What follows belongs to an exercise in optimizing a design on an open flow for small area, a short achievable clock period and few clock cycles; a production flow would make more cautious choices.
Only simulation tests tie the RTL to the original design; equivalence was not proved.
Power and IR drop assume default switching activity.

==> flow/design.v <==
`default_nettype none
package dw_quant_pkg;
    typedef logic signed [7:0]  data_t;    
    typedef logic signed [31:0] acc_t;
    typedef logic signed [15:0] mul_t;
    typedef logic        [5:0]  shift_t;
    typedef logic [71:0] kernel_t;    
    typedef struct packed {
        acc_t   bias;
        mul_t   mul;
        shift_t shift;
        data_t  relu_min;
        data_t  relu_max;
    } quant_t;
    typedef struct packed {
        logic  valid;
        logic  last;     
        data_t data;
    } tap_t;
    typedef struct packed {
        logic  valid;
        data_t data;
    } res_t;
endpackage
`default_nettype wire
`default_nettype none
package conv_geom_pkg;
    typedef logic        [15:0] dim_t;
    typedef logic signed [16:0] coord_t;   
    typedef logic        [31:0] addr_t;
    typedef struct packed {
        dim_t                in_img_h;
        dim_t                in_img_w;
        coord_t              tile_in_row;
        coord_t              tile_in_col;
        dim_t                tile_out_h;
        dim_t                tile_out_w;
        dim_t                channels;
        dim_t                stride;
        logic signed [7:0]    pad_value;
        addr_t               in_base;
        addr_t               buf_base;
    } tile_cfg_t;
    typedef struct packed {
        logic  en;
        addr_t addr;
    } mem_rd_req_t;
    typedef struct packed {
        logic                en;
        addr_t               addr;
        logic signed [7:0]   data;
    } buf_wr_t;
endpackage
`default_nettype wire
`timescale 1ns/1ps
`default_nettype none
module dw_tile_top (
    input  wire         clk,
    input  wire         rst_n,
    input  wire         start_i,
    output logic        busy_o,
    output logic        done_o,
    input  wire  [15:0] cfg_in_img_h_i,
    input  wire  [15:0] cfg_in_img_w_i,
    input  wire  [16:0] cfg_tile_in_row_i,
    input  wire  [16:0] cfg_tile_in_col_i,
    input  wire  [15:0] cfg_tile_out_h_i,
    input  wire  [15:0] cfg_tile_out_w_i,
    input  wire  [15:0] cfg_channels_i,
    input  wire  [15:0] cfg_stride_i,
    input  wire  [7:0]  cfg_pad_value_i,
    input  wire  [31:0] cfg_in_base_i,
    input  wire  [31:0] cfg_buf_base_i,
    output logic        in_rd_en_o,
    output logic [31:0] in_rd_addr_o,
    input  wire  [7:0]  in_rd_data_i,
    output logic        buf_wr_en_o,
    output logic [31:0] buf_wr_addr_o,
    output logic [7:0]  buf_wr_data_o,
    input  wire  [71:0] kernel_i,
    input  wire  [31:0] q_bias_i,
    input  wire  [15:0] q_mul_i,
    input  wire  [5:0]  q_shift_i,
    input  wire  [7:0]  q_relu_min_i,
    input  wire  [7:0]  q_relu_max_i,
    output logic [15:0] ch_idx_o
);
    logic start_acc;
    assign start_acc = start_i && !busy_o;
    logic [15:0] h_q, hm1_q, w_q, oh_q, ow_q, cm1_q, cs_q;
    logic [16:0] r0_q, x0_q, bst_q;
    logic [1:0]  sm_q;           
    logic [1:0]  sc_q;           
    logic [7:0]  pad_q;
    logic        x0in_q, r0in_q, r0dn_q;
    logic        ohh2_q, ohlb_q;     
    logic        cf_s3;
    assign cf_s3 = (cfg_stride_i >= 16'd3);
    always_ff @(posedge clk) begin
        if (!busy_o) begin
            h_q     <= cfg_in_img_h_i;
            hm1_q   <= cfg_in_img_h_i - 16'd1;
            w_q     <= cfg_in_img_w_i;
            oh_q    <= cfg_tile_out_h_i;
            ow_q    <= cfg_tile_out_w_i;
            cm1_q   <= cfg_channels_i - 16'd1;
            cs_q    <= cf_s3 ? cfg_stride_i - 16'd2 : 16'd1;
            sm_q    <= cf_s3 ? 2'd3 : cfg_stride_i[1:0];
            sc_q    <= cf_s3 ? 2'd0 : (cfg_stride_i[1:0] == 2'd2) ? 2'd1 : 2'd2;
            bst_q   <= cf_s3 ? {1'b0, cfg_stride_i} : {cfg_stride_i, 1'b0};
            r0_q    <= cfg_tile_in_row_i;
            x0_q    <= cfg_tile_in_col_i;
            pad_q   <= cfg_pad_value_i;
        end
        x0in_q <= !x0_q[16] && (x0_q[15:0] < w_q);
        r0in_q <= !r0_q[16] && (r0_q[15:0] <= hm1_q);
        r0dn_q <= (r0_q[15:0] < hm1_q);
        ohh2_q <= (sm_q != 2'd3) && (oh_q >= 16'd2);
        ohlb_q <= (oh_q <= (((sm_q != 2'd3) && (oh_q >= 16'd2)) ? 16'd2 : 16'd1));
    end
    logic        run_q;          
    logic        wdone_q;        
    logic        w_t_q;          
    logic        q_t_q;          
    logic        ch_inc_q;       
    logic [2:0]  chs_q;          
    logic        cool_q;         
    logic [1:0]  mop_q;          
    logic [2:0]  mcnt_q;         
    logic [4:0]  m_dq;           
    logic        fdig_q, facc_q;     
    logic        r0_s1, r0_s2;
    assign r0_s1 = (cfg_tile_in_row_i[16:3] == 14'd0) || (cfg_tile_in_row_i[16:3] == 14'h3FFF);
    assign r0_s2 = (cfg_tile_in_row_i[16:7] == 10'd0) || (cfg_tile_in_row_i[16:7] == 10'h3FF);
    logic [31:0] macc_q;
    logic [18:0] m_pq0;          
    logic [19:0] m_pq1;          
    logic [31:0] chan_q;         
    logic [31:0] band_q;         
    logic [31:0] rdp_q;          
    logic [31:0] bs_q;           
    logic [31:0] hw_q;           
    logic [31:0] nxt_q;          
    logic        bs_ok_q, hw_ok_q, m_fin0, fin_q, fin2_q, i1_q, i2_q, bsw_q;
    logic [31:0] nxt_sum;
    logic [15:0] m_a_n;
    logic [1:0]  mop_n;
    logic [2:0]  mcnt_n;
    logic [4:0]  m_d_n;
    logic signed [18:0] m_prod0;
    logic signed [19:0] m_prod1;
    logic [31:0] m_next;
    always_comb begin
        mop_n  = mop_q;
        mcnt_n = mcnt_q;
        if (mop_q != 2'd3) begin
            mcnt_n = mcnt_q + 3'd1;
            if (mcnt_q == 3'd4) begin
                mcnt_n = 3'd0;
                case (mop_q)
                    2'd0:    mop_n = (sm_q == 2'd3) ? 2'd1 : 2'd2;
                    2'd1:    mop_n = 2'd2;
                    default: mop_n = 2'd3;
                endcase
            end
        end
        case (mop_n)
            2'd0:    m_a_n = r0_q[15:0];
            2'd1:    m_a_n = bst_q[15:0];
            default: m_a_n = h_q;
        endcase
        if (mop_n == 2'd0 && mcnt_n == 3'd0) m_d_n = r0_q[16:12];
        else                                 m_d_n = {1'b0, m_a_n[4*(3 - mcnt_n[1:0]) +: 4]};
        m_prod0 = $signed({1'b0, w_q}) * $signed({1'b0, m_dq[1:0]});
        m_prod1 = $signed({1'b0, w_q}) * $signed(m_dq[4:2]);
        m_next = (facc_q ? 32'd0 : {macc_q[27:0], 4'd0}) +
                 {{13{m_pq0[18]}}, m_pq0} + {{10{m_pq1[19]}}, m_pq1, 2'b00};
        nxt_sum = lastband_q ? chan_q + hw_q : band_q + bs_q;
    end
    assign m_fin0 = fin2_q;
    logic [16:0] top_q;          
    logic [16:0] rc_q;           
    logic [16:0] xc_q;           
    logic [16:0] rem_q;          
    logic [15:0] rrem_q;         
    logic [2:0]  step_q;         
    logic [2:0]  fstep_q;        
    logic [2:0]  lstep_q;        
    logic        dir_q;          
    logic        bempty_q;       
    logic [1:0]  kx_q;           
    logic        oxg1_q, oxg2_q;
    logic        colf_q;         
    logic        colin_q, rcin_q, rcdn_q;
    logic        kwrap_q, lastcol_q, cpl_q, has2_q, lastband_q;
    logic [2:0]  sv_q;
    logic        rowok, seek, rd, cont, colend, stall, adv;
    logic        bend, crst, brst;
    logic [15:0] rdec;
    logic [31:0] row_sum, col_sum;
    logic [16:0] rc_pm, xc_sum, top_sum;
    logic [15:0] rr_sub;
    always_comb begin
        rowok  = colin_q && !bempty_q;
        seek   = rowok && rc_q[16];
        rd     = rowok && rcin_q;
        cont   = dir_q ? (step_q != fstep_q) : ((step_q != lstep_q) && rcdn_q);
        colend = !seek && !(rd && cont);
        stall = colend && ((cpl_q && (cool_q || (q_t_q != w_t_q))) ||
                           (lastcol_q && (!bs_ok_q || (lastband_q && !hw_ok_q))));
        adv   = run_q && !wdone_q && !stall;
        bend  = adv && colend && lastcol_q;
        crst  = m_fin0 || (bend && lastband_q);     
        brst  = bend && !lastband_q;                
        row_sum = rdp_q + ({16'd0, w_q} ^ {32{dir_q}}) + {31'd0, dir_q};
        col_sum = rdp_q + (kwrap_q ? {16'd0, cs_q} : 32'd1);
        rc_pm   = dir_q ? rc_q - 17'd1 : rc_q + 17'd1;
        xc_sum  = xc_q + (kwrap_q ? {1'b0, cs_q} : 17'd1);
        top_sum = top_q + bst_q;
        rdec    = has2_q ? 16'd2 : 16'd1;
        rr_sub  = rrem_q - rdec;
    end
    logic colin_n, rcin_n, bempty_n, run_n, wdone_n;
    always_comb begin
        colin_n  = colin_q;
        rcin_n   = rcin_q;
        bempty_n = bempty_q;
        if (crst || brst) begin
            colin_n  = x0in_q;
            bempty_n = 1'b0;
            rcin_n   = crst ? r0in_q : (!top_sum[16] && (top_sum[15:0] <= hm1_q));
        end else if (busy_o && adv) begin
            if (seek) begin
                if (step_q != lstep_q) rcin_n   = (rc_q == 17'h1FFFF);
                else                   bempty_n = 1'b1;
            end else if (rd && cont) begin
                rcin_n = dir_q ? 1'b1 : rcdn_q;
            end else begin
                colin_n = !xc_sum[16] && (xc_sum[15:0] < w_q);
            end
        end
        run_n   = start_acc ? 1'b0 : last_out ? 1'b0 : m_fin0 ? 1'b1 : run_q;
        wdone_n = start_acc ? 1'b0 :
                  (adv && bend && lastband_q && (ch_idx_o == cm1_q)) ? 1'b1 : wdone_q;
    end
    assign in_rd_addr_o = rdp_q;
    logic        k_wrap_n, k_last_n, k_cpl_n;
    logic [2:0]  k_sv_n;
    logic [1:0]  kx_n;
    logic        oxg1_n, oxg2_n;
    logic        r_ge0, r_gem1, r_gem2, r_eqdl;    
    logic [16:0] mdl;                              
    always_comb begin
        case (sm_q)
            2'd1:    mdl = 17'h1FFFE;
            2'd2:    mdl = 17'h1FFFF;
            default: mdl = 17'h00000;
        endcase
        if (!kwrap_q) begin
            kx_n   = kx_q + 2'd1;
            oxg1_n = oxg1_q;
            oxg2_n = oxg2_q;
            r_ge0  = !rem_q[16];
            r_gem1 = !rem_q[16] || (rem_q == 17'h1FFFF);
            r_gem2 = !rem_q[16] || (rem_q == 17'h1FFFF) || (rem_q == 17'h1FFFE);
            r_eqdl = (rem_q == mdl);
        end else begin
            kx_n   = 2'd0;
            oxg1_n = 1'b1;
            oxg2_n = oxg1_q;
            r_ge0  = !rem_q[16] && (rem_q != 17'd0);
            r_gem1 = !rem_q[16];
            r_gem2 = !rem_q[16] || (rem_q == 17'h1FFFF);
            r_eqdl = (rem_q == mdl + 17'd1);
        end
        k_sv_n   = {oxg2_n && r_gem2, oxg1_n && r_gem1, r_ge0};
        k_wrap_n = ({1'b0, kx_n} + 3'd1 == {1'b0, sm_q});
        k_last_n = r_eqdl && (kx_n == ((sm_q == 2'd3) ? 2'd2 : 2'd0));
        case (sm_q)
            2'd1:    k_cpl_n = k_sv_n[2];
            2'd2:    k_cpl_n = k_sv_n[1] && (kx_n == 2'd0);
            default: k_cpl_n = k_sv_n[0] && (kx_n == 2'd2);
        endcase
    end
    logic b_has2_n, b_last_n;
    always_comb begin
        b_has2_n = (sm_q != 2'd3) && (rr_sub >= 16'd2);
        b_last_n = (rr_sub <= (b_has2_n ? 16'd2 : 16'd1));
    end
    logic        c1_rd, c1_sh, c1_cpl, c1_h2, c1_be;
    logic [2:0]  c1_step, c1_sv;
    logic [1:0]  c1_kx;
    logic        c2_cpl, c2_h2, c2_be;
    logic signed [8:0] dq;
    logic [5:0][3:0]   bneg, bone, btwo;
    logic [5:0][19:0]  acc_s, acc_c;
    logic        c3_cpl, c3_h2;
    logic        c3_p1;          
    logic        h_v0, h_be, h_p2;
    logic [19:0] h0s, h0c, h1s, h1c;     
    logic        rs_v, rs_row1, rs_be, rs_p2;
    logic [19:0] rs_q;           
    logic        r0_v, r0_row1, r0_be, r0_p2, r0_ihm;
    logic [20:0] r0_x;           
    logic [1:0]  r0_c, r0_k;     
    logic        r1_v, r1_row1, r1_be, r1_p2, r1_ihm;
    logic [29:0] r1_m0s, r1_m0c, r1_m1s, r1_m1c;
    logic [27:0] r1_hi;          
    logic        r2_v, r2_row1, r2_be, r2_p2, r2_ihm;
    logic [47:0] r2_p;           
    logic        r3_v, r3_row1, r3_be, r3_p2;
    logic [7:0]  r3_lo8;
    logic        r3_fits, r3_neg;
    logic        lb_q;           
    logic        fw_q;           
    logic [19:0] q_il;           
    logic [9:0]  q_lo10;         
    logic        q_c10;          
    logic [9:0]  q_bhi;          
    logic [11:0] q_ih;           
    logic        qld_q;          
    logic [27:0] q_ihm;          
    logic        q_ihmax, q_ihmin;
    logic [15:0] q_mul;
    logic [7:0]  qb_neg, qb_one, qb_two;     
    logic [5:0]  q_shift;
    logic [7:0]  q_rmin, q_rmax;
    logic signed [9:0]  sw1_q [3];
    logic signed [11:0] sw_q;
    logic signed [14:0] pswa_q;      
    logic signed [13:0] pswb_q;      
    logic signed [19:0] psw_q;       
    logic pipe_empty, qload, last_out;
    assign pipe_empty = !c1_cpl && !c2_cpl && !c3_cpl && !h_v0 && !rs_v && !r0_v && !r1_v && !r2_v &&
                        !r3_v && !qld_q && !r0_ihm && !r1_ihm && !r2_ihm;
    assign qload      = busy_o && (q_t_q != w_t_q) && !ch_inc_q && (chs_q == 3'd4) && pipe_empty;
    assign last_out   = wdone_q && r3_v && !r2_v && !r1_v && !r0_v && !rs_v && !h_v0 &&
                        !c1_cpl && !c2_cpl && !c3_cpl;
    always_ff @(posedge clk or negedge rst_n) begin
        if (!rst_n) begin
            busy_o    <= 1'b0;
            done_o    <= 1'b0;
            run_q     <= 1'b0;
            wdone_q   <= 1'b0;
            w_t_q     <= 1'b0;
            q_t_q     <= 1'b0;
            ch_inc_q  <= 1'b0;
            chs_q     <= 3'd0;
            cool_q    <= 1'b0;
            mop_q     <= 2'd3;
            mcnt_q    <= 3'd0;
            bs_ok_q   <= 1'b0;
            hw_ok_q   <= 1'b0;
            fin_q     <= 1'b0;
            bsw_q     <= 1'b0;
            fin2_q    <= 1'b0;
            i1_q      <= 1'b0;
            i2_q      <= 1'b0;
            fdig_q    <= 1'b0;
            facc_q    <= 1'b0;
            ch_idx_o  <= 16'd0;
            c1_rd     <= 1'b0;
            c1_cpl    <= 1'b0;
            c1_sh     <= 1'b0;
            c2_cpl    <= 1'b0;
            c3_cpl    <= 1'b0;
            h_v0      <= 1'b0;
            rs_v      <= 1'b0;
            r0_v      <= 1'b0;
            r1_v      <= 1'b0;
            r2_v      <= 1'b0;
            r3_v      <= 1'b0;
            r2_ihm    <= 1'b0;
            qld_q     <= 1'b0;
            r0_ihm    <= 1'b0;
            r1_ihm    <= 1'b0;
            buf_wr_en_o <= 1'b0;
            in_rd_en_o  <= 1'b0;
        end else begin
            in_rd_en_o <= run_n && !wdone_n && colin_n && !bempty_n && rcin_n;
            done_o    <= 1'b0;
            ch_inc_q  <= 1'b0;
            if (chs_q != 3'd4) chs_q <= chs_q + 3'd1;
            if (ch_inc_q) begin
                ch_idx_o <= ch_idx_o + 16'd1;
                chs_q    <= 3'd0;
            end
            cool_q    <= 1'b0;
            c1_rd     <= adv && rd;
            c1_cpl    <= adv && colend && cpl_q;
            c1_sh     <= adv && colf_q && (kx_q == 2'd0);
            c2_cpl    <= c1_cpl;
            c3_cpl    <= c2_cpl;
            r1_v      <= r0_v;
            r2_v      <= r1_v;
            r3_v      <= r2_v;
            buf_wr_en_o <= r3_v;
            qld_q  <= qload;
            r0_ihm <= qld_q;
            r1_ihm <= r0_ihm;
            r2_ihm <= r1_ihm;
            if (r2_ihm) q_t_q <= w_t_q;
            rs_v <= c3_cpl || h_v0;
            r0_v <= rs_v;
            h_v0 <= c3_cpl && c3_h2;
            mop_q   <= mop_n;
            mcnt_q  <= mcnt_n;
            bs_ok_q <= mop_q[1] && !(mop_q == 2'd2 && mcnt_q == 3'd0);
            bsw_q   <= (mop_q == 2'd1) && (mcnt_q == 3'd4);
            hw_ok_q <= (mop_q == 2'd3);
            fin_q   <= (mop_q == 2'd0) && (mcnt_q == 3'd4);
            fin2_q  <= fin_q;
            i1_q    <= start_acc;
            i2_q    <= i1_q;
            fdig_q  <= start_acc || ((mcnt_q == 3'd4) && (mop_n != 2'd3));
            facc_q  <= fdig_q;
            if (m_fin0) run_q <= 1'b1;
            if (start_acc) begin
                busy_o   <= 1'b1;
                run_q    <= 1'b0;
                wdone_q  <= 1'b0;
                w_t_q    <= ~w_t_q;
                ch_idx_o <= 16'd0;
                chs_q    <= 3'd0;
                mop_q    <= 2'd0;
                mcnt_q   <= r0_s1 ? 3'd3 : r0_s2 ? 3'd2 : 3'd0;
                bs_ok_q  <= 1'b0;
                hw_ok_q  <= 1'b0;
            end else begin
                if (last_out) begin
                    busy_o <= 1'b0;
                    done_o <= 1'b1;
                    run_q  <= 1'b0;
                end
                if (adv) begin
                    if (colend && cpl_q && has2_q) cool_q <= 1'b1;
                    if (bend && lastband_q) begin
                        if (ch_idx_o == cm1_q) begin
                            wdone_q <= 1'b1;
                        end else begin
                            w_t_q    <= ~w_t_q;
                            ch_inc_q <= 1'b1;
                        end
                    end
                end
            end
        end
    end
    always_ff @(posedge clk) begin
        if (!busy_o) begin
            m_dq <= r0_s1 ? {cfg_tile_in_row_i[3], cfg_tile_in_row_i[3:0]} :
                    r0_s2 ? {cfg_tile_in_row_i[7], cfg_tile_in_row_i[7:4]} : cfg_tile_in_row_i[16:12];
        end else begin
            m_dq <= m_d_n;
        end
        m_pq0  <= m_prod0;
        m_pq1  <= m_prod1;
        macc_q <= m_next;
        nxt_q  <= nxt_sum;
        if (!busy_o) begin
            chan_q <= cfg_in_base_i;
            hw_q   <= {{15{cfg_tile_in_col_i[16]}}, cfg_tile_in_col_i};
            bs_q   <= (cfg_stride_i == 16'd1) ? {15'd0, cfg_in_img_w_i, 1'b0} :
                      (cfg_stride_i == 16'd2) ? {14'd0, cfg_in_img_w_i, 2'b0} : 32'd0;
        end else begin
            if (i2_q) chan_q <= nxt_q;
            if (bsw_q) bs_q <= macc_q;
            if (mcnt_q == 3'd4) begin
            case (mop_q)
                2'd0,
                2'd2:    hw_q <= m_next;
                default: ;
            endcase
            end
        end
        if (crst || brst) begin
            rdp_q     <= nxt_q;
            band_q    <= nxt_q;
            xc_q      <= x0_q;
            colin_q   <= x0in_q;
            kx_q      <= 2'd0;
            rem_q     <= {1'b0, ow_q} - 17'd1;
            oxg1_q    <= 1'b0;
            oxg2_q    <= 1'b0;
            kwrap_q   <= (sm_q == 2'd1);
            lastcol_q <= 1'b0;
            cpl_q     <= 1'b0;
            sv_q      <= 3'b001;
            step_q    <= 3'd0;
            fstep_q   <= 3'd0;
            dir_q     <= 1'b0;
            bempty_q  <= 1'b0;
            colf_q    <= 1'b1;
            if (crst) begin
                chan_q     <= nxt_q;
                rrem_q     <= oh_q;
                has2_q     <= ohh2_q;
                lastband_q <= ohlb_q;
                lstep_q    <= ohh2_q ? {1'b0, sm_q} + 3'd2 : 3'd2;
                top_q      <= r0_q;
                rc_q       <= r0_q;
                rcin_q     <= r0in_q;
                rcdn_q     <= r0dn_q;
            end else begin
                rrem_q     <= rr_sub;
                has2_q     <= b_has2_n;
                lastband_q <= b_last_n;
                lstep_q    <= b_has2_n ? {1'b0, sm_q} + 3'd2 : 3'd2;
                top_q      <= top_sum;
                rc_q       <= top_sum;
                rcin_q     <= !top_sum[16] && (top_sum[15:0] <= hm1_q);
                rcdn_q     <= (top_sum[15:0] < hm1_q);
            end
        end else if (!busy_o) begin
            lastband_q <= 1'b1;
        end else if (adv) begin
            colf_q <= 1'b0;
            if (seek) begin
                if (step_q != lstep_q) begin
                    step_q  <= step_q + 3'd1;
                    fstep_q <= step_q + 3'd1;
                    rc_q    <= rc_pm;
                    rdp_q   <= row_sum;
                    rcin_q  <= (rc_q == 17'h1FFFF);
                    rcdn_q  <= (rc_pm[15:0] < hm1_q);
                end else begin
                    bempty_q <= 1'b1;
                end
            end else if (rd && cont) begin
                step_q <= dir_q ? step_q - 3'd1 : step_q + 3'd1;
                rc_q   <= rc_pm;
                rdp_q  <= row_sum;
                rcin_q <= dir_q ? 1'b1 : rcdn_q;
                rcdn_q <= dir_q ? 1'b1 : (rc_pm[15:0] < hm1_q);
            end else begin
                colf_q    <= 1'b1;
                rdp_q     <= col_sum;
                if (rd) dir_q <= ~dir_q;
                xc_q      <= xc_sum;
                colin_q   <= !xc_sum[16] && (xc_sum[15:0] < w_q);
                kx_q      <= kx_n;
                oxg1_q    <= oxg1_n;
                oxg2_q    <= oxg2_n;
                if (kwrap_q) rem_q <= rem_q - 17'd1;
                kwrap_q   <= k_wrap_n;
                lastcol_q <= k_last_n;
                cpl_q     <= k_cpl_n;
                sv_q      <= k_sv_n;
            end
        end
    end
    always_ff @(posedge clk) begin
        c1_h2   <= has2_q;
        c1_be   <= lastcol_q;
        c1_step <= step_q;
        c1_sv   <= sv_q;
        c1_kx   <= kx_q;
    end
    logic [5:0]       l_en;
    logic [5:0][3:0]  l_idx;
    logic [5:0][8:0]  l_wb;      
    logic [2:0][3:0]  kxs;
    logic [2:0]       ky1;
    always_comb begin
        ky1 = c1_step - {1'b0, sm_q};
        for (int s = 0; s < 3; s++) begin
            kxs[s]     = {2'd0, c1_kx} + 4'(s) * {2'd0, sm_q};
            l_en[s]    = c1_rd && c1_sv[s] && (kxs[s] <= 4'd2) && (c1_step <= 3'd2);
            l_idx[s]   = {1'b0, c1_step} * 4'd3 + kxs[s];
            l_en[3+s]  = c1_rd && c1_sv[s] && (kxs[s] <= 4'd2) && c1_h2 && (c1_step >= {1'b0, sm_q});
            l_idx[3+s] = {1'b0, ky1} * 4'd3 + kxs[s];
        end
        for (int l = 0; l < 6; l++) begin
            l_wb[l] = l_en[l] ? {kernel_i[8*l_idx[l] +: 8], 1'b0} : 9'd0;
        end
    end
    always_ff @(posedge clk) begin
        c2_h2  <= c1_h2;
        c2_be  <= c1_be;
        c3_h2  <= c2_h2;
        c3_p1  <= c2_cpl && c2_h2;
        dq     <= $signed({in_rd_data_i[7], in_rd_data_i}) - $signed({pad_q[7], pad_q});
        for (int l = 0; l < 6; l++) begin
            for (int i = 0; i < 4; i++) begin
                bneg[l][i] <= l_wb[l][2*i+2] && !(l_wb[l][2*i+1] && l_wb[l][2*i]);
                bone[l][i] <= l_wb[l][2*i+1] ^ l_wb[l][2*i];
                btwo[l][i] <= (l_wb[l][2*i+2 -: 3] == 3'b011) || (l_wb[l][2*i+2 -: 3] == 3'b100);
            end
        end
    end
    logic [5:0][19:0] ns, nc;
    always_comb begin
        for (int l = 0; l < 6; l++) begin
            logic [19:0] r [4];
            logic [19:0] a1, b1, a2, b2, a3, b3, n3;
            for (int i = 0; i < 4; i++) begin
                logic [10:0] m;
                m = bone[l][i] ? {{2{dq[8]}}, dq} : btwo[l][i] ? {dq[8], dq, 1'b0} : 11'd0;
                m = m ^ {11{bneg[l][i]}};
                r[i] = {{9{m[10]}}, m} << (2*i);
            end
            r[1][0] = bneg[l][0];
            r[2][2] = bneg[l][1];
            r[3][4] = bneg[l][2];
            n3 = {13'd0, bneg[l][3], 6'd0};
            a1 = acc_s[l] ^ acc_c[l] ^ r[0];
            b1 = ((acc_s[l] & acc_c[l]) | (acc_s[l] & r[0]) | (acc_c[l] & r[0])) << 1;
            a2 = r[1] ^ r[2] ^ r[3];
            b2 = ((r[1] & r[2]) | (r[1] & r[3]) | (r[2] & r[3])) << 1;
            a3 = a1 ^ b1 ^ a2;
            b3 = ((a1 & b1) | (a1 & a2) | (b1 & a2)) << 1;
            ns[l] = a3 ^ b3 ^ b2;
            nc[l] = (((a3 & b3) | (a3 & b2) | (b3 & b2)) << 1);
            {ns[l], nc[l]} = {ns[l] ^ nc[l] ^ n3, ((ns[l] & nc[l]) | (ns[l] & n3) | (nc[l] & n3)) << 1};
        end
    end
    always_ff @(posedge clk) begin
        for (int l = 0; l < 6; l++) begin
            if (!c1_sh) begin
                acc_s[l] <= ns[l];
                acc_c[l] <= nc[l];
            end else if (l == 0 || l == 3) begin
                acc_s[l] <= 20'd0;
                acc_c[l] <= 20'd0;
            end else begin
                acc_s[l] <= ns[l-1];
                acc_c[l] <= nc[l-1];
            end
        end
        h1s <= ns[3 + sc_q];
        h1c <= nc[3 + sc_q];
        if (c2_cpl) begin
            h0s  <= ns[sc_q];
            h0c  <= nc[sc_q];
            h_be <= c2_be;
            h_p2 <= c2_h2;
        end
    end
    logic [20:0] qinit;          
    logic [16:0] qm_b;
    assign qm_b = {q_mul_i, 1'b0};
    logic [10:0] qlo10;
    assign qlo10 = {1'b0, q_bias_i[9:0]} + {1'b0, psw_q[9:0]};
    logic [10:0] qhi11;
    assign qhi11 = {1'b0, q_bhi} + {1'b0, psw_q[19:10]} + {10'd0, q_c10};
    assign qinit = {qhi11, q_lo10};
    always_ff @(posedge clk) begin
        for (int g = 0; g < 3; g++) begin
            sw1_q[g] <= $signed(kernel_i[24*g +: 8]) + $signed(kernel_i[24*g+8 +: 8]) +
                        $signed(kernel_i[24*g+16 +: 8]);
        end
        sw_q  <= sw1_q[0] + sw1_q[1] + sw1_q[2];
        pswa_q <= $signed(pad_q) * $signed({1'b0, sw_q[5:0]});
        pswb_q <= $signed(pad_q) * $signed(sw_q[11:6]);
        psw_q  <= $signed(pswa_q) + ($signed(pswb_q) <<< 6);
        if (qload) begin
            q_lo10  <= qlo10[9:0];
            q_c10   <= qlo10[10];
            q_bhi   <= q_bias_i[19:10];
            q_ih    <= q_bias_i[31:20];
            q_mul   <= q_mul_i;
            for (int i = 0; i < 8; i++) begin
                qb_neg[i] <= qm_b[2*i+2] && !(qm_b[2*i+1] && qm_b[2*i]);
                qb_one[i] <= qm_b[2*i+1] ^ qm_b[2*i];
                qb_two[i] <= (qm_b[2*i+2 -: 3] == 3'b011) || (qm_b[2*i+2 -: 3] == 3'b100);
            end
            q_shift <= q_shift_i;
            q_rmin  <= q_relu_min_i;
            q_rmax  <= q_relu_max_i;
        end
        if (r0_ihm) begin
            q_ihmax <= (r0_x[11:0] == 12'h7FF);
            q_ihmin <= (r0_x[11:0] == 12'h800);
        end
        if (qld_q)  q_il  <= qinit[19:0];
        if (r2_ihm) q_ihm <= r2_p[27:0];
    end
    logic [11:0]        ihv;
    logic [19:0]        s_in, c_in;
    logic [20:0]        u_sc;
    logic signed [21:0] t_al;
    logic [1:0]         t_k;
    logic [1:0][29:0]   m_hs, m_hc;
    logic [27:0]        m_hi, hi_t1, hi_t2;
    logic [47:0]        p48;
    always_comb begin
        ihv   = (qinit[20] == psw_q[19]) ? q_ih : qinit[20] ? q_ih + 12'd1 : q_ih - 12'd1;
        s_in  = c3_p1 ? h1s : h0s;
        c_in  = c3_p1 ? h1c : h0c;
        u_sc  = {1'b0, s_in} + {1'b0, c_in};
        t_al  = $signed({2'b00, q_il}) + $signed({{2{rs_q[19]}}, rs_q});
        t_k   = (t_al[21:20] == 2'b01 && q_ihmax) ? 2'b01 :
                (t_al[21:20] == 2'b11 && q_ihmin) ? 2'b11 : 2'b00;
        for (int h = 0; h < 2; h++) begin
            logic [29:0] rows [4];
            logic [29:0] n3, a1, b1, a2, b2;
            for (int i = 0; i < 4; i++) begin
                logic [21:0] m;
                m = qb_one[4*h+i] ? {r0_x[20], r0_x} : qb_two[4*h+i] ? {r0_x, 1'b0} : 22'd0;
                m = m ^ {22{qb_neg[4*h+i]}};
                rows[i] = {8'd0, ~m[21], m[20:0]} << (2*i);    
            end
            rows[1][0] = qb_neg[4*h];
            rows[2][2] = qb_neg[4*h+1];
            rows[3][4] = qb_neg[4*h+2];
            n3 = {23'd0, qb_neg[4*h+3], 6'd0};
            a1 = rows[0] ^ rows[1] ^ rows[2];
            b1 = ((rows[0] & rows[1]) | (rows[0] & rows[2]) | (rows[1] & rows[2])) << 1;
            a2 = a1 ^ b1 ^ rows[3];
            b2 = ((a1 & b1) | (a1 & rows[3]) | (b1 & rows[3])) << 1;
            m_hs[h] = a2 ^ b2 ^ n3;
            m_hc[h] = ((a2 & b2) | (a2 & n3) | (b2 & n3)) << 1;
        end
        hi_t1 = (r0_c == 2'b01) ? {{12{q_mul[15]}}, q_mul} :
                (r0_c == 2'b11) ? ~{{12{q_mul[15]}}, q_mul} : 28'd0;
        hi_t2 = (r0_k == 2'b11) ? {q_mul, 12'd0} :
                (r0_k == 2'b01) ? ~{q_mul, 12'd0} : 28'd0;
        m_hi  = q_ihm + hi_t1 + hi_t2 + {27'd0, r0_c == 2'b11} + {27'd0, r0_k == 2'b01} - 28'd43690;
        begin
            logic [47:0] t0, t1, t2, t3, t4, a1, b1, a2, b2, a3, b3;
            t0 = {18'd0, r1_m0s};
            t1 = {18'd0, r1_m0c};
            t2 = {10'd0, r1_m1s, 8'd0};
            t3 = {10'd0, r1_m1c, 8'd0};
            t4 = {r1_hi, 20'd0};
            a1 = t0 ^ t1 ^ t2;
            b1 = ((t0 & t1) | (t0 & t2) | (t1 & t2)) << 1;
            a2 = a1 ^ b1 ^ t3;
            b2 = ((a1 & b1) | (a1 & t3) | (b1 & t3)) << 1;
            a3 = a2 ^ b2 ^ t4;
            b3 = ((a2 & b2) | (a2 & t4) | (b2 & t4)) << 1;
            p48 = a3 + b3;
        end
    end
    always_ff @(posedge clk) begin
        rs_q    <= u_sc[19:0];
        rs_row1 <= c3_p1;
        rs_be   <= c3_p1 ? 1'b0 : h_be;
        rs_p2   <= h_p2;
        r0_row1 <= rs_row1;
        r0_be   <= rs_be;
        r0_p2   <= rs_p2;
        r0_x    <= qld_q ? {{9{ihv[11]}}, ihv} : {1'b0, t_al[19:0]};
        r0_c    <= t_al[21:20];
        r0_k    <= t_k;
        r1_row1 <= r0_row1;
        r1_be   <= r0_be;
        r1_p2   <= r0_p2;
        r1_m0s  <= m_hs[0];
        r1_m0c  <= m_hc[0];
        r1_m1s  <= m_hs[1];
        r1_m1c  <= m_hc[1];
        r1_hi   <= r0_ihm ? -28'd43690 : m_hi;
    end
    logic signed [47:0] sh;
    logic [47:0]        zb, mask;
    logic [6:0]         fpos;
    logic               gt, lt;
    logic [7:0]         res;
    logic [31:0]        wp_b, wp_sum;
    always_comb begin
        sh   = $signed(r2_p) >>> q_shift;
        zb   = r2_p ^ {48{r2_p[47]}};
        fpos = {1'b0, q_shift} + 7'd7;
        mask = ~48'd0 << fpos;
        gt   = r3_fits ? ($signed(r3_lo8) > $signed(q_rmax)) : !r3_neg;
        lt   = r3_fits ? ($signed(r3_lo8) < $signed(q_rmin)) : r3_neg;
        res  = gt ? q_rmax : (lt ? q_rmin : r3_lo8);
        if (r3_row1)    wp_b = lb_q ? {15'd0, ow_q, 1'b0} : {16'd0, ow_q};
        else if (r3_p2) wp_b = {16'hFFFF, ~ow_q};
        else            wp_b = lb_q ? {16'd0, ow_q} : 32'd0;
        wp_sum = buf_wr_addr_o + wp_b + {31'd0, !fw_q};
    end
    always_ff @(posedge clk) begin
        r2_row1 <= r1_row1;
        r2_be   <= r1_be;
        r2_p2   <= r1_p2;
        r2_p    <= p48;
        r3_row1 <= r2_row1;
        r3_be   <= r2_be;
        r3_p2   <= r2_p2;
        r3_lo8  <= sh[7:0];
        r3_fits <= ((zb & mask) == 48'd0);
        r3_neg  <= r2_p[47];
        buf_wr_data_o <= res;
        if (!busy_o) begin
            buf_wr_addr_o <= cfg_buf_base_i;
            lb_q          <= 1'b0;
            fw_q          <= 1'b1;
        end else if (r3_v) begin
            buf_wr_addr_o <= wp_sum;
            lb_q          <= !r3_row1 && r3_p2 && r3_be;
            fw_q          <= 1'b0;
        end
    end
endmodule
`default_nettype wire
==> flow/run.sh <==
#!/bin/bash
# synth_recipe.tcl (not shown) runs the flow's synth.tcl, then flattens the netlist and writes it again
# the make line also repeats each setting of config.mk as NAME=value (left out here)
make -C /OpenROAD-flow-scripts/flow DESIGN_CONFIG=/design/flow/config.mk WORK_HOME=/design/flow/orfs CLKGATE_MAP_FILE= SYNTH_SCRIPT=/design/flow/synth_recipe.tcl finish
==> flow/config.mk <==
export PLATFORM = sky130hd
export DESIGN_NAME = dw_tile_top
export DESIGN_NICKNAME = dw_tile_top
export VERILOG_FILES = /design/flow/design.v
export SDC_FILE = /design/flow/constraint.sdc
export NUM_CORES = 4
export LEC_CHECK = 0
export CAP_MARGIN = 20
export CORE_MARGIN = 2
export CORE_UTILIZATION = 70
export SLEW_MARGIN = 20
==> flow/constraint.sdc <==
create_clock -name core_clock -period 14.0 [get_ports {clk}]
set_input_delay 2.8000 -clock core_clock [delete_from_list [all_inputs] [get_ports {clk}]]
set_output_delay 2.8000 -clock core_clock [all_outputs]
set_load 0.01 [all_outputs]
==> run notes <==
logic make-up after synthesis:
group / Yosys count
buffers and inverters: 1604
and+or+nand+nor: 2518
AOI/OAI and AO/OA: 2140
xor gates and xnor gates: 1043
other: 1
DFF: 1535
adders and majority gates: 1649
muxes: 607
routing by layer:
| metal | track usage | part of all wire |
|---|---|---|
| met4 | 0.172 | 0.050 |
| met3 | 0.0852 | 0.099 |
| met2 | 0.615 | 0.46 |
| met5 | 0 | 0.00053 |
| met1 | 0.503 | 0.39 |
flip-flops by register name, summed over array words and instances (netlist names), 28 cells and up:
name	flops
acc_s	120
acc_c	102
r2_p	48
band_q	32
bs_q	32
buf_wr_addr_o	32
chan_q	32
hw_q	32
macc_q	32
nxt_q	32
rdp_q	32
sw1_q	30
q_ihm	28
r1_hi	28
r1_m0s	28
r1_m1s	28
area by class of cell:
type                    count  area [sq um]  share of cell area
inverters                1080          4070              0.0330
well taps                2072          2590              0.0211
diodes                      7          17.5            0.000142
flip-flops and latches   1535         37100               0.302
clock inverters            74           797             0.00648
clock buffers             242          4970              0.0404
multi-input cells        7958         68200               0.555
repair buffers            544          5210              0.0423
placed cells by master (no fill, tap or decap), types with 455 or more instances in the layout:
cell type  instances
inv_1           1074
edfxtp_1         610
xor2_1           455
fa_1             678
o21ai_0          660
xnor2_1          586
a21oi_1          495
dfxtp_1          859
nand2_1         1049
ha_1             965
metrics by stage:
stage | hold slack, ns | utilization | total power, mW
3_5_place_dp | 0.312 | 0.741 | 8.61
5_1_grt | 0.335 | 0.778 | 13.8
3_3_place_gp | 0.314 | 0.741 | 8.42
2_1_floorplan | 0.310 | - | 7.44
4_1_cts | 0.326 | 0.777 | 13.2
6_report | 0.326 | 0.778 | 13.3
worst reg2reg max path, cell delays in order, from the launching register on:
cell	delay [ns]
edfxtp_1	0.37
inv_1	0.08
fa_1	0.16
inv_1	0.06
fa_1	0.40
a21o_1	0.18
a21oi_1	0.21
o21ai_0	0.10
a21oi_1	0.25
o21bai_1	0.11
a21oi_1	0.23
o21a_1	0.51
ha_1	0.33
a21o_1	0.17
a21oi_1	0.20
o21ai_0	0.12
a21o_1	0.22
a21oi_1	0.18
o21ai_0	0.17
o41ai_1	0.39
nor3_1	0.13
or3_1	0.33
nand3_1	0.30
o21ai_0	0.16
worst max path at each step:
stage	endpoint	slack, ns
finish	r0_x[13]	8.50
global route	r0_x[11]	8.11
CTS	r0_x[13]	8.60
detailed placement	bs_q[3]	7.97
global placement	sw1_q[2][9]	8.04
floorplan	buf_wr_addr_o[1]	7.37
where the power goes:
part / switching, mW / internal, mW / leakage (nW) / total [mW]
registers: 0.133 / 4.88 / 13.4 / 5.01
logic: 2.11 / 1.51 / 37.1 / 3.61
clock network: 1.96 / 2.67 / 2.83 / 4.63
==> metrics.md <==
| Metric | Value |
|---|---|
| Routed wire length | `314,000 um` |
| Final Max Tran Viols | `0` |
| Initial antenna violation count | `29` |
| Via Count | `approximately 85,000` |
| R2R Path End | `r0_x[13]` |
| Post-synth EDFFs | `~600` |
| Hold-fix buffers at CTS | `0` |
| Count of different cell masters after synthesis | `109` |
| Crit path kind | `reg2reg` |
| Mux contribution to synthesized area | `0.0725` |
| Pwr/cell area | `108 nW/um^2` |
| Largest family of logic cells by synthesized area | `adder cells` |
| Rows | `approximately 150` |
| Post-CTS Setup Bufs | `0` |
| GRT Total Usage | `0.384` |
| Critical path's top delay family | `compound AO/OA/AOI/OAI gates` |
| RSZ-0062 raised after global routing | `false` |
| Crit path launch | `q_bhi[0]` |
| Hold Path End | `psw_q[3]` |
| Post-synthesis simple-gate area fraction | `0.106` |
| Cell Count, Final, Fillers Out | `~14,000` |
| CTS tree | `built` |
| Core ar. | `approximately 160,000 sq um` |
| IO Pins | `~450` |
| Drt via density | `6.31` |
| Cell Chain, Critical Path | `inv_1 > fa_1 > inv_1 > fa_1 > a21o_1 > a21oi_1 > o21ai_0 > a21oi_1 > o21bai_1 > a21oi_1 > o21a_1 > ha_1 > a21o_1 > a21oi_1 > o21ai_0 > a21o_1 > a21oi_1 > o21ai_0 > o41ai_1 > nor3_1 > or3_1 > nand3_1 > o21ai_0` |
| Finished Cell Area | `about 120,000 sq um` |
| First-pass GRT wire length | `486,000 um` |
| WP depth | `23` |
| Worst path slowest cell | `o21a_1` |
| Place WS | `about 8.0 ns` |
| Crit path DAT | `between 6 and 7 ns` |
| CP max FO | `14` |
| Leak | `between 50 and 60 nW` |
| Worst path most repeated cell | `a21oi_1` |
| Clock root buffer master | `clkbuf_16` |
| Starting DRC count in detailed routing | `8,402` |
| Vias in the first global route | `around 86,000` |
| Synth warnings | `10` |
| Max Fclk | `between 150 and 200 MHz` |
| Post-Synth Adder-Cell Area | `0.231` |
| Max-capacitance violation count | `0` |
| Slew @ Worst Pin | `between 1 and 1.5 ns` |
| Endpoints failing setup | `0` |
| Post-CTS sizing | `0` |
| Number of CTS-inserted buffers | `~170` |
| Remaining Overflow, GRT | `0` |
| Critical path required time | `between 10 and 15 ns` |
| Post-synth net total | `~13,000` |
| Reg2reg start | `q_bhi[0]` |
| Flop2flop setup slack | `approximately 8.5 ns` |
| Final ANT Viol Nets | `0` |
| Mapped Cells | `11,100` |
| Drt pass-1 iters | `9` |
| Area after DPL | `117,000 sq um` |
| Number of nets in the layout | `between 10,000 and 15,000` |
| Clock Skew | `0.0402 ns` |
| Syn Area/Cell | `approximately 10 sq um` |
| Synth Cell Area | `between 100,000 and 150,000 sq um` |
| CP Buf/Inv Count | `2` |
| Clk sinks | `about 1,500` |
| DRC | `0` |
| Placed insts | `13,200` |
| Total die area | `162,000 sq um` |
| Largest net degree at the start of global routing | `~150` |
| Hold_sp | `pswa_q[3]` |
| Top cells by count, synth | `1,075 x inv_1, 1,050 x nand2_1, 969 x ha_1` |
| Wirelength per Cell | `approximately 23 um` |
| Filler Cell Count | `10,500` |
| Critical path launch point type | `register` |
| RD Place Congestion | `slightly below 1` |
| Die H | `between 400 and 500 um` |
| Worst skew pair latency | `0.85 ns` |
| Compound-Gate Fraction of Synth Area | `0.120` |
| Period minus WS final | `5.50 ns` |
| CTS max path bufs | `3` |
| H-tree depth | `4` |
| Tcrit/Tclk final | `0.393` |
| Worst R2R Path Depth | `23` |
| Ys flop type | `dfxtp_1` |
| Hold Crit Depth | `0` |
| Clk slew on worst S/H paths | `0.06 ns` |
| Setup TNS | `0 ns` |
| Status | `no timing/DRC/antenna violations` |
| Area contributors post-synth | `edfxtp_1 16%, dfxtp_1 16%, fa_1 12%` |
| Syn-to-layout area delta | `10.5%` |
| #FFs+latches synth | `around 1,500` |
| Layout cell share with drive strength beyond 1 | `0.0758` |
| Port bufs | `between 400 and 500` |
| Worst hold path type | `reg2reg` |
| Crit path capture type | `register` |
| HPWL Detailed | `238,000 um` |
| Synth top area share | `0.165` |
| Most common cell in the netlist | `inv_1` |
| Largest area contributor in the netlist | `edfxtp_1` |
| Die width | `a little over 400 um` |
| Ys async rst share | `0.0378` |
| Initial Utilization | `0.704` |
| Max IR drop VDD | `between 0.0002 and 0.00025 V` |
| Post-Synth XOR/XNOR Area | `0.0820` |
| Normalized max-slew margin | `0.220` |
| Seq/Total Area, Yosys | `0.333` |
| Fin. Hold Viols | `0` |
| Setup ws final | `between 8 and 9 ns` |
| CP peak stage delay | `between 0.5 and 0.6 ns` |
Testbench counts, summed over its fixed seeds: cycles 65,550.

## re-timing with driven ports
In the flow no input, the clock included, has a driving cell. The finished layout below was timed again as built, in two steps.
Step 1, drivers: a clkbuf_16 drives clk and a buf_2 each remaining input, both assumed.
Step 2 also shifts input and output timing later by t, the mid clock arrival at the registers, as if the neighbouring blocks saw the same clock.
Slacks: no drivers / after step 1 / after step 2; pairs: no drivers / after step 1.
t, ns: 0.918
setup slack, ns: 8.497 / 8.497 / 7.861
hold WS [ns]: 0.326 / 0.326 / 0.326
clock arrival spread, ns: 0.042 / 0.041
After both steps setup and hold are still met in this run. For this run, drivers alone change the setup slack by 0.000 ns; drivers and shift together by -0.636 ns.
